Background: an optimization exercise with open tools, aiming at small area. Do not read the settings as production practice.
The RTL was checked by simulation tests, not by an equivalence proof against the original design.
Power and IR drop assume default switching activity. The clock port is modelled as an ideal driver; clocking choices that lean on that would not hold on a real chip.

== cedar ==
==> flow/design.v (excerpt) <==
module conv_interleaver_commutator #(
  parameter int unsigned WIDTH    = 8,
  parameter int unsigned BRANCHES = 12,
  parameter int unsigned DEPTH_M  = 8
) (
  input  logic             clk,
  input  logic             reset,
  input  logic             in_valid,
  input  logic [WIDTH-1:0] in_data,
  input  logic             in_sync,
  output logic             in_ready,
  input  logic             out_ready,
  output logic             out_valid,
  output logic [WIDTH-1:0] out_data,
  output logic             out_sync,
  output logic [3:0]       out_branch,
  output logic             sync_err
);
  logic [3:0]       r_cnt;
  logic             r_out_valid;
  logic [WIDTH-1:0] r_out_data;
  logic             r_out_sync;
  logic [3:0]       r_out_branch;
  logic             r_sync_err;
  logic             w_accept;
  logic             w_misalign;
  logic [3:0]       w_branch;
  logic [3:0]       w_cnt_next;
  logic [BRANCHES-1:0][WIDTH-1:0] w_rd_data;
  logic [BRANCHES-1:0]            w_full;
  assign in_ready   = out_ready | ~r_out_valid;
  assign w_accept   = in_valid & in_ready;
  assign w_misalign = in_sync & (r_cnt != '0);
  assign w_branch   = w_misalign ? '0 : r_cnt;
  always_comb begin
    w_cnt_next = r_cnt + 4'd1;
    if (w_misalign)
      w_cnt_next = 4'd1;
    else if (r_cnt == 4'(BRANCHES - 1))
      w_cnt_next = '0;
  end
  assign w_rd_data[0] = in_data;
  assign w_full[0]    = 1'b1;
  for (genvar b = 1; b < BRANCHES; b++) begin : g_branch
    localparam int unsigned DEP = b * DEPTH_M;
    localparam int unsigned W   = $clog2(DEP + 1);
    localparam bit          POW = (DEP == (1 << (W - 1)));
    localparam logic [W-1:0] FILL0 = POW ? '0 : W'((1 << W) - DEP);
    logic [DEP*WIDTH-1:0] r_sr;
    logic [W-1:0]         r_fill;
    logic                 w_sel;
    assign w_sel        = w_accept && (w_branch == 4'(b));
    assign w_full[b]    = POW ? r_fill[W-1] : (r_fill == '0);
    assign w_rd_data[b] = r_sr[DEP*WIDTH-1 -: WIDTH];
    always_ff @(posedge clk) begin
      if (w_sel) r_sr <= {r_sr[(DEP-1)*WIDTH-1:0], in_data};
    end
    always_ff @(posedge clk or negedge reset) begin
      if (!reset)                   r_fill <= FILL0;
  ...
clock: 8.0 ns
lec_check: 0
cap_margin: 20
core_margin: 2
core_utilization: 65
cts_cluster_diameter: 100
cts_cluster_size: 30
slew_margin: 20
run.sh (not shown) runs the stock make flow with config.mk's settings and CLKGATE_MAP_FILE= SYNTH_SCRIPT=/design/flow/synth_recipe.tcl, a recipe that flattens the netlist after the stock synthesis.
cedar finished all stages; the layout is clean.
Inputs modified between cedar and xenon:
# cedar
export LEC_CHECK = 0
export CAP_MARGIN = 20
export CORE_MARGIN = 2
export CORE_UTILIZATION = 65
export CTS_CLUSTER_DIAMETER = 100
export CTS_CLUSTER_SIZE = 30
export SLEW_MARGIN = 20
create_clock -name core_clock -period 8.0 [get_ports {clk}]
# xenon
export LEC_CHECK = 0
export CAP_MARGIN = 20
export CORE_MARGIN = 2
export CORE_UTILIZATION = 40
export CTS_CLUSTER_DIAMETER = 100
export CTS_CLUSTER_SIZE = 30
export SLEW_MARGIN = 20
create_clock -name core_clock -period 8.0 [get_ports {clk}]
--- outcome ---
Delta (xenon minus cedar): utilization shows a reduction of 26 points, clock network power share increased by 1.0 points relative to the old numbers, post-layout worst setup margin rose by 110 ps.
Fraction of the cycle the final worst path needs delta for xenon relative to cedar: 1.3 points lower
xenon closes out successfully: all stages finished, all timing, DRC and antenna checks passed.
Diff cedar..xenon | residual overflow from global routing | unchanged
Wire length the detailed router placed on met1: xenon < cedar
Looking only at share of cells above drive strength 1, and setting everything else aside, the lower value of xenon and cedar goes to cedar.
Global-route usage in xenon vs cedar: down 5.5 points
xenon ended up with a higher leakage component of the power than cedar did.

* * *

Another version of the RTL of conv_interleaver_commutator (not shown whole).
For scale: ~4,300 flip-flops, ~29 I/O pins.
clock: 8.0 ns
lec_check: 0
cap_margin: 20
core_margin: 2
core_utilization: 75
slew_margin: 20
standard.sh (not shown) runs the stock make flow with config.mk's settings and CLKGATE_MAP_FILE= SYNTH_SCRIPT=/design/flow/synth_recipe.tcl, a recipe that flattens the netlist after the stock synthesis.
==> flow/flow/run.sh <==
#!/bin/bash
# The standard layout, with two changes: clock tree synthesis clusters up to 30 sinks within
# 80 um per leaf buffer, builds the upper tree from clkbuf_4 cells and inserts no dummy loads;
# and the port buffers are buf_1 cells.
set -euo pipefail
export CTS_ARGS="-sink_clustering_enable -repair_clock_nets -sink_clustering_size 30 -sink_clustering_max_diameter 80 -tree_buf sky130_fd_sc_hd__clkbuf_4 -dont_use_dummy_load"
export BUFFER_PORTS_ARGS="-buffer_cell sky130_fd_sc_hd__buf_1"
bash standard.sh > standard.log 2>&1
The starting point never finished: it broke off in 5_1_grt.
Next try:
Settings changed: CORE_UTILIZATION 75 to 65.
Outcome: This time the run ran to the end with no violations; synthesized cell count stays the same; area after synthesis stays the same.
Next try:
==> flow/flow/run.sh (replaced) <==
#!/bin/bash
# The standard layout, with two changes: clock tree synthesis clusters up to 30 sinks within
# 100 um per leaf buffer and inserts no dummy loads, and the port buffers are buf_1 cells.
set -euo pipefail
export CTS_ARGS="-sink_clustering_enable -repair_clock_nets -sink_clustering_size 30 -sink_clustering_max_diameter 100 -dont_use_dummy_load"
export BUFFER_PORTS_ARGS="-buffer_cell sky130_fd_sc_hd__buf_1"
bash standard.sh > standard.log 2>&1
First-iteration DRC count increases by a few percent.
Power goes up slightly.
Clock skew went down by 0.079 ns.
Routed wire length barely changes.
Via count hardly moves.
Synthesized cell count stays the same.
Sequential share of layout area falls by 0.14 points.
Flip-flop and latch count does not change.
Critical path depth stays the same.

-- afterwards: timing with drivers on the ports --
The flow's constraints put no driver on any port. The routed layouts listed below were extracted and timed again, unchanged, in two steps.
Step 1 sets driving cells, clkbuf_16 on the clock port and buf_2 on the other inputs (assumed; they add their load-dependent delay and slew).
Step 2 also shifts input and output timing later by t, the mid clock arrival at the registers, as if the neighbouring blocks saw the same clock.
a / b / c = ideal / step 1 / step 2; a / b = the first two.
run	t (ns)	setup slack, ns	hold slack, ns	worst setup path at the end	cell pins on the clock port's net
cedar	0.887	3.276 / 3.335 / 2.447	0.411 / 0.411 / 0.411	input to register	1
xenon	0.921	3.382 / 3.437 / 2.516	0.364 / 0.364 / 0.364	input to register	1
the second run of note 2	1.010	3.685 / 3.728 / 2.718	0.381 / 0.381 / 0.381	input to register	1
the third run of note 2	0.879	3.553 / 3.600 / 2.721	0.392 / 0.392 / 0.392	input to register	1
After both steps every run listed still meets setup and hold. The setup slack of the second run of note 2, which loses most, moves by +0.043 ns with the drivers and by -0.967 ns with both steps.
